Background: an optimization exercise with open tools, aiming at small area, a short achievable clock period and few clock cycles per item. Do not read the settings as production practice. Only simulation tests tie the RTL to the original design; equivalence was not proved. Power and IR drop assume default switching activity.

==> job 2809 <==
==> flow/design.v (excerpt) <==
module gillespie_reaction_step_core #(
   parameter int COUNT_WIDTH = 16
) (
   input  logic         clock,
   input  logic         reset,
   input  logic         req_tvalid,
   output logic         req_tready,
   input  logic [63:0]  req_tdata,
   output logic         rsp_tvalid,
   input  logic         rsp_tready,
   output logic [151:0] rsp_tdata,
   input  logic         csr_valid,
   output logic         csr_ready,
   input  logic [3:0]   csr_index,
   input  logic [31:0]  csr_data
);
   logic        cv;
   logic [3:0]  ci;
   logic [31:0] cd;
   logic [31:0] cfg_ind, cfg_hkp, cfg_dec, cfg_mx, cfg_half;
   logic        f_valid, f_ready;
   logic [31:0] f_frac, f_pick;
   logic [5:0]  f_k;
   logic        h_valid, h_ready;
   logic [37:0] h_ln;
   logic [50:0] h_a0;
   logic [3:0]  h_fired;
   logic        kd_start;
   logic [50:0] kd_rem0, kd_dvs;
   logic [53:0] kd_d0;
   logic        div_start, div_busy;
   logic [53:0] div_q;
   logic        tau_start;
   logic        t_v;
   logic [3:0]  t_fired;
   logic        fin;
   logic        rsp_v;
   logic [63:0] o_time;
   logic [15:0] c_hk, c_hka, c_out;
   logic        h_satc, t_satc;
  ...
==> flow/config.mk <==
export PLATFORM = sky130hd
export DESIGN_NAME = gillespie_reaction_step_core
export DESIGN_NICKNAME = gillespie_reaction_step_core
export VERILOG_FILES = /design/flow/design.v
export SDC_FILE = /design/flow/constraint.sdc
export NUM_CORES = 4
export LEC_CHECK = 0
export CAP_MARGIN = 20
export CORE_MARGIN = 2
export CORE_UTILIZATION = 40
export SLEW_MARGIN = 20
==> flow/constraint.sdc <==
create_clock -name core_clock -period 12.0 [get_ports {clock}]
set_input_delay 2.4000 -clock core_clock [delete_from_list [all_inputs] [get_ports {clock}]]
set_output_delay 2.4000 -clock core_clock [all_outputs]
set_load 0.01 [all_outputs]
standard.sh (not shown) runs the stock make flow with config.mk's settings and CLKGATE_MAP_FILE= SYNTH_SCRIPT=/design/flow/synth_recipe.tcl, a recipe that flattens the netlist after the stock synthesis.
==> flow/flow/run.sh <==
#!/bin/bash
export SETUP_SLACK_MARGIN=7.5
bash standard.sh > standard.log 2>&1
==> job 5118: changes against job 2809 <==
--- a/flow/design.v
+++ b/flow/design.v
@@ -17,75 +17,71 @@
    output logic [5:0]  out_k,
    output logic [31:0] out_pick
 );
    logic [2:0]  r_st;
    logic [32:0] r_x;
    logic [5:0]  r_k;
    logic [31:0] r_pick;
-   logic [32:0] n1_x, n2_x, n3_x;
-   logic [5:0]  n1_k, n2_k, n3_k;
+   logic [32:0] n1_x, n2_x;
+   logic [5:0]  n1_k, n2_k;
    logic [30:0] ma;
    logic        va, vb;
-   logic [32:0] fa, fb;
-   logic [5:0]  ka, kb;
+   logic [31:0] fa, fb;
+   logic [5:0]  ka, kb, ca, cb;
    logic [31:0] pa, pb;
    logic [61:0] cs_s, cs_c, ts, tc, sum;
    logic [30:0] mnew;
    logic        sbit, cont, park, load;
    logic        ta, tb, lt, et;
    assign in_ready = (r_st == 3'd0);
    always_comb begin
       n1_x = r_x;
       n1_k = r_k;
       if (n1_x[32:17] == 16'd0) begin n1_x = {n1_x[16:0], 16'b0}; n1_k = n1_k + 6'd16; end
       if (n1_x[32:25] == 8'd0)  begin n1_x = {n1_x[24:0], 8'b0};  n1_k = n1_k + 6'd8;  end
+      if (n1_x[32:29] == 4'd0)  begin n1_x = {n1_x[28:0], 4'b0};  n1_k = n1_k + 6'd4;  end
       n2_x = r_x;
       n2_k = r_k;
-      if (n2_x[32:29] == 4'd0)  begin n2_x = {n2_x[28:0], 4'b0};  n2_k = n2_k + 6'd4;  end
       if (n2_x[32:31] == 2'd0)  begin n2_x = {n2_x[30:0], 2'b0};  n2_k = n2_k + 6'd2;  end
-      n3_x = r_x;
-      n3_k = r_k;
-      if (!n3_x[32])            begin n3_x = {n3_x[31:0], 1'b0};  n3_k = n3_k + 6'd1;  end
-      if (!n3_x[32])            begin n3_x = {n3_x[31:0], 1'b0};  n3_k = n3_k + 6'd1;  end
+      if (!n2_x[32])            begin n2_x = {n2_x[31:0], 1'b0};  n2_k = n2_k + 6'd1;  end
+      if (!n2_x[32])            begin n2_x = {n2_x[31:0], 1'b0};  n2_k = n2_k + 6'd1;  end
    end
    gil_sqtree u_tree (.m(ma), .s(ts), .c(tc));
    assign sum  = cs_s + cs_c;
    assign sbit = sum[61];
    assign mnew = sbit ? sum[61:31] : sum[60:30];
-   assign out_valid = vb && fb[32] && (tb == et);
-   assign out_frac  = fb[31:0];
+   assign out_valid = vb && (cb == 6'd32) && (tb == et);
+   assign out_frac  = fb;
    assign out_k     = kb;
    assign out_pick  = pb;
-   assign cont = vb && !fb[32];
-   assign park = vb && fb[32] && !(out_valid && out_ready);
-   assign load = !cont && !park && (r_st == 3'd5);
+   assign cont = vb && (cb != 6'd32);
+   assign park = vb && (cb == 6'd32) && !(out_valid && out_ready);
+   assign load = !cont && !park && (r_st == 3'd4);
    always_ff @(posedge clock) begin
       if (reset) begin
          r_st <= 3'd0;
       end else begin
          unique case (r_st)
             3'd0: if (in_valid) r_st <= 3'd1;
             3'd1: r_st <= 3'd2;
             3'd2: r_st <= 3'd3;
             3'd3: r_st <= 3'd4;
-            3'd4: r_st <= 3'd5;
-            3'd5: if (load) r_st <= 3'd0;
+            3'd4: if (load) r_st <= 3'd0;
             default: r_st <= 3'd0;
          endcase
       end
       unique case (r_st)
          3'd0: begin
             r_x    <= {1'b0, uniform_time};
             r_k    <= 6'd0;
             r_pick <= uniform_pick;
          end
          3'd1: r_x <= r_x + 33'd1;
          3'd2: begin r_x <= n1_x; r_k <= n1_k; end
          3'd3: begin r_x <= n2_x; r_k <= n2_k; end
-         3'd4: begin r_x <= n3_x; r_k <= n3_k; end
          default: begin
          end
       endcase
    end
    always_ff @(posedge clock) begin
       if (reset) begin
          va <= 1'b0;
@@ -100,19 +96,21 @@
       end
       tb   <= ta;
       ta   <= load ? lt : tb;
       cs_s <= ts;
       cs_c <= tc;
       fb   <= fa;
       kb   <= ka;
+      cb   <= ca;
       pb   <= pa;
       ma   <= load ? r_x[32:2] : mnew;
       ka   <= load ? r_k : kb;
       pa   <= load ? r_pick : pb;
-      fa   <= load ? 33'd1 : (cont ? {fb[31:0], sbit} : fb);
+      fa   <= load ? 32'd0 : (cont ? {fb[30:0], sbit} : fb);
+      ca   <= load ? 6'd0 : (cont ? cb + 6'd1 : cb);
    end
 endmodule
 `default_nettype wire
 `default_nettype none
 module gil_sqtree (
    input  wire [30:0] m,
    output wire [61:0] s,
@@ -1519,20 +1517,19 @@
    logic        m_busy, ln_done;
    logic [37:0] lv, la;
    logic [4:0]  lcnt;
    logic        xs_acc, xs_nacc, ys_a0, ys_2a0, ys_p1, ys_p2, ys_p6, ys_p7,
                 ys_hkp, ys_dec, ys_kap, yneg;
    logic        xs_acc_n, xs_nacc_n, ys_a0_n, ys_2a0_n, ys_p1_n, ys_p2_n, ys_p6_n,
                 ys_p7_n, ys_hkp_n, ys_dec_n, ys_kap_n, yneg_n;
-   logic        us_p1, us_p2, us_p7, us_p6, in_rdy;
    logic [53:0] xv, yv, sum;
    logic [47:0] usel, urate, usum;
    logic        uneg;
    logic [32:0] den;
-   logic        den_nz, accept, hand, ln2bit, lkz, neg_acc;
+   logic        den_nz, accept, hand, ln2bit, neg_acc;
    logic [38:0] lsum;
    logic [2:0]  bd;
    assign den     = {1'b0, cfg_ind} + {1'b0, cfg_half};
    assign den_nz  = (cfg_ind != 32'd0) || (cfg_half != 32'd0);
    assign neg_acc = acc[53];
    always_comb begin
       xv = ({54{xs_acc}} & acc) | ({54{xs_nacc}} & ~acc);
@@ -1544,22 +1541,27 @@
            ({54{ys_p7}}  & {6'b0, p7}) |
            ({54{ys_hkp}} & {22'b0, cfg_hkp}) |
            ({54{ys_dec}} & {22'b0, cfg_dec}) |
            ({54{ys_kap}} & {22'b0, kap});
    end
    assign sum = xv + (yneg ? ~yv : yv) + {53'b0, yneg};
    always_comb begin
-      usel  = ({48{us_p1}} & p1) | ({48{us_p2}} & p2) | ({48{us_p7}} & p7) |
-              ({48{us_p6}} & p6);
-      uneg  = (us_p1 || us_p2) ? uhk_neg : (us_p7 ? uhka_neg : uout_neg);
-      urate = {16'b0, us_p2 ? kap : cfg_dec};
+      unique case (st)
+         S_U1:    begin usel = p1; uneg = uhk_neg; end
+         S_U2:    begin usel = p2; uneg = uhk_neg; end
+         S_U3:    begin usel = p7; uneg = uhka_neg; end
+         default: begin usel = p6; uneg = uout_neg; end
+      endcase
+      urate = {16'b0, (st == S_U2) ? kap : cfg_dec};
    end
    assign usum = usel + (uneg ? ~urate : urate) + {47'b0, uneg};
-   assign lsum   = {1'b0, la} + (ln2bit ? {1'b0, lv} : 39'd0) + {38'b0, ln2bit && !lkz};
-   assign in_ready = in_rdy && !rc_go;
+   assign ln2bit = LN2[lcnt];
+   assign lsum   = {1'b0, la} + (ln2bit ? {1'b0, lv} : 39'd0);
+   assign in_ready = !m_busy && !rc_go &&
+                     (st == S_WAIT || st == S_U1 || st == S_U2 || st == S_U3 || st == S_U4);
    assign accept   = in_valid && in_ready;
    assign h_valid  = m_busy && ln_done && (st == S_HOLD);
    assign hand     = h_valid && h_ready;
    assign h_ln     = la;
    assign h_a0     = a0;
    assign h_fired  = fired;
    assign h_satc   = ((fired == 4'd0) && (hk == 16'hFFFF)) ||
@@ -1580,23 +1582,20 @@
          m_busy  <= 1'b1;
          ln_done <= 1'b0;
       end else begin
          if (hand) m_busy <= 1'b0;
          if (m_busy && !ln_done && lcnt == 5'd31) ln_done <= 1'b1;
       end
       if (accept) begin
-         lkz    <= (in_k == 6'd0);
-         lv     <= (in_k == 6'd0) ? 38'd0 : {in_k - 6'd1, ~in_frac};
-         la     <= '0;
-         lcnt   <= 5'd3;
-         ln2bit <= LN2[3];
+         lv   <= {in_k, 32'b0} - {6'b0, in_frac};
+         la   <= '0;
+         lcnt <= 5'd3;
       end else if (m_busy && !ln_done) begin
-         la     <= lsum[38:1];
-         lcnt   <= lcnt + 5'd1;
-         ln2bit <= LN2[lcnt + 5'd1];
+         la   <= lsum[38:1];
+         lcnt <= lcnt + 5'd1;
       end
    end
    always_comb begin
       st_n     = st;
       mode_n   = mode;
       mcnt_n   = mcnt;
       acc_n    = acc;
@@ -1636,30 +1635,29 @@
             end
          end
          S_MUL: begin
             acc_n   = {sum[53], sum[53], sum[53:2]};
             pk_n    = {sum[1:0], pk[31:2]};
             yprev_n = pk[1];
             mcnt_n  = mcnt + 4'd1;
-            if (mcnt == 4'd15 || (mode != M_ITEM && mode != M_KI && mcnt == 4'd7))
-               st_n = S_MULF;
+            if (mcnt == 4'd15) st_n = S_MULF;
          end
          S_MULF: begin
             acc_n = sum;
             unique case (mode)
                M_ITEM: st_n = S_C0;
                M_KI: begin
                   kap_nz_n = den_nz;
                   if (!den_nz) kap_n = '0;
                   st_n = R_KID;
                end
-               M_P1: begin p1_n = {sum[31:0], pk[31:16]}; st_n = R_LP6; end
-               M_P6: begin p6_n = {sum[31:0], pk[31:16]}; st_n = R_LP7; end
-               M_P7: begin p7_n = {sum[31:0], pk[31:16]}; st_n = R_WK; end
-               default: begin p2_n = {sum[31:0], pk[31:16]}; st_n = S_A0; end
+               M_P1: begin p1_n = {sum[15:0], pk}; st_n = R_LP6; end
+               M_P6: begin p6_n = {sum[15:0], pk}; st_n = R_LP7; end
+               M_P7: begin p7_n = {sum[15:0], pk}; st_n = R_WK; end
+               default: begin p2_n = {sum[15:0], pk}; st_n = S_A0; end
             endcase
          end
          S_C0: begin acc_n = sum; st_n = S_C1; end
          S_C1: begin
             if (!neg_acc) begin fired_n = 4'd0; st_n = S_HOLD; end
             else begin acc_n = sum; st_n = S_C2; end
          end
@@ -1720,33 +1718,33 @@
          S_A4: begin a0_n = sum[50:0]; st_n = S_WAIT; end
          R_KI: begin
             a0_n = {19'b0, cfg_mx}; pk_n = cfg_ind; acc_n = '0; yprev_n = 1'b0;
             mcnt_n = 4'd0; mode_n = M_KI; st_n = S_MUL;
          end
          R_KID: st_n = R_LP1;
          R_LP1: begin
-            a0_n = {19'b0, cfg_dec}; pk_n = {16'b0, hk}; acc_n = '0; yprev_n = 1'b0;
+            a0_n = {35'b0, hk}; pk_n = cfg_dec; acc_n = '0; yprev_n = 1'b0;
             mcnt_n = 4'd0; mode_n = M_P1; st_n = S_MUL;
          end
          R_LP6: begin
-            a0_n = {19'b0, cfg_dec}; pk_n = {16'b0, outc}; acc_n = '0; yprev_n = 1'b0;
+            a0_n = {35'b0, outc}; pk_n = cfg_dec; acc_n = '0; yprev_n = 1'b0;
             mcnt_n = 4'd0; mode_n = M_P6; st_n = S_MUL;
          end
          R_LP7: begin
-            a0_n = {19'b0, cfg_dec}; pk_n = {16'b0, hka}; acc_n = '0; yprev_n = 1'b0;
+            a0_n = {35'b0, hka}; pk_n = cfg_dec; acc_n = '0; yprev_n = 1'b0;
             mcnt_n = 4'd0; mode_n = M_P7; st_n = S_MUL;
          end
          R_WK: begin
             if (!div_busy) begin
                if (kap_nz) kap_n = div_q[31:0];
                st_n = R_LP2;
             end
          end
          R_LP2: begin
-            a0_n = {19'b0, kap}; pk_n = {16'b0, hk}; acc_n = '0; yprev_n = 1'b0;
+            a0_n = {35'b0, hk}; pk_n = kap; acc_n = '0; yprev_n = 1'b0;
             mcnt_n = 4'd0; mode_n = M_P2; st_n = S_MUL;
          end
          default: st_n = S_WAIT;
       endcase
       if (rc_go) st_n = R_KI;
    end
    always_comb begin
@@ -1791,21 +1789,14 @@
          S_A3:   begin xs_acc_n = 1'b1; ys_p6_n = 1'b1; end
          S_A4:   begin xs_acc_n = 1'b1; ys_p7_n = 1'b1; end
          default: begin
          end
       endcase
    end
    always_ff @(posedge clock) begin
-      in_rdy   <= !reset && !(accept || (m_busy && !hand)) &&
-                  (st_n == S_WAIT || st_n == S_U1 || st_n == S_U2 || st_n == S_U3 ||
-                   st_n == S_U4);
-      us_p1    <= (st_n == S_U1);
-      us_p2    <= (st_n == S_U2);
-      us_p7    <= (st_n == S_U3);
-      us_p6    <= (st_n == S_U4);
       mode     <= mode_n;
       mcnt     <= mcnt_n;
       acc      <= acc_n;
       pk       <= pk_n;
       yprev    <= yprev_n;
       fired    <= fired_n;
       kap_nz   <= kap_nz_n;
==> flow/run.sh (new file) <==
#!/bin/bash
# synth_recipe.tcl (not shown) runs the flow's synth.tcl, then flattens the netlist and writes it again
# the make line also repeats each setting of config.mk as NAME=value (left out here)
make -C /OpenROAD-flow-scripts/flow DESIGN_CONFIG=/design/flow/config.mk WORK_HOME=/design/flow/orfs CLKGATE_MAP_FILE= SYNTH_SCRIPT=/design/flow/synth_recipe.tcl finish
Settings changed: SETUP_SLACK_MARGIN set to 5.
removed: flow/flow/run.sh
removed: flow/standard.sh
==> comparison <==
Between job 2809 and job 5118, the lower total power is in job 5118 (gap about 6%, measured against job 5118). Of job 2809 and job 5118, job 2809 has the higher critical path depth (gap 2). Between job 2809 and job 5118, the lower synthesized cell count is in job 2809 (gap 0.58%, measured against job 5118). Job 5118 completed with no timing, DRC or antenna violations. Job 2809 passed the timing, DRC and antenna checks. Of job 2809 and job 5118, job 2809 has the higher via count (gap 2.1%, measured against job 5118).
Testbench counts of job 2809, summed over its fixed seeds: cycles 45,576, items 1,280.
Testbench counts of job 5118, summed over its fixed seeds: cycles 46,440, items 1,280.

[afterwards: timing with drivers on the ports]
How much do the figures lean on ideal ports? The routed layouts below were timed once more, with nothing changed but the port constraints. Step 1 (the two cells are an assumption about what drives the block):
set clk [get_ports {clock}]
set_driving_cell -lib_cell sky130_fd_sc_hd__clkbuf_16 $clk
set_driving_cell -lib_cell sky130_fd_sc_hd__buf_2 [delete_from_list [all_inputs] $clk]
Step 2 moves the port delays by t, midway between the first and last clock arrival at a register: inputs arrive t later, outputs are due t later. That takes back most of the time a late clock gives input paths. Three values: ideal, step 1, step 2; two values: the first two.
run	shift t [ns]	setup WS [ns]	hold slack, ns	latest minus earliest clock arrival (ns)	pins driven straight from the clock port
job 2809	0.936	7.278 / 7.278 / 6.750	0.313 / 0.313 / 0.313	0.053 / 0.053	1
job 5118	0.914	5.120 / 5.120 / 5.120	0.309 / 0.309 / 0.309	0.067 / 0.066	1
After both steps setup and hold are still met in every run listed. For job 2809, which loses most, drivers alone change the setup slack by 0.000 ns; drivers and shift together by -0.528 ns.
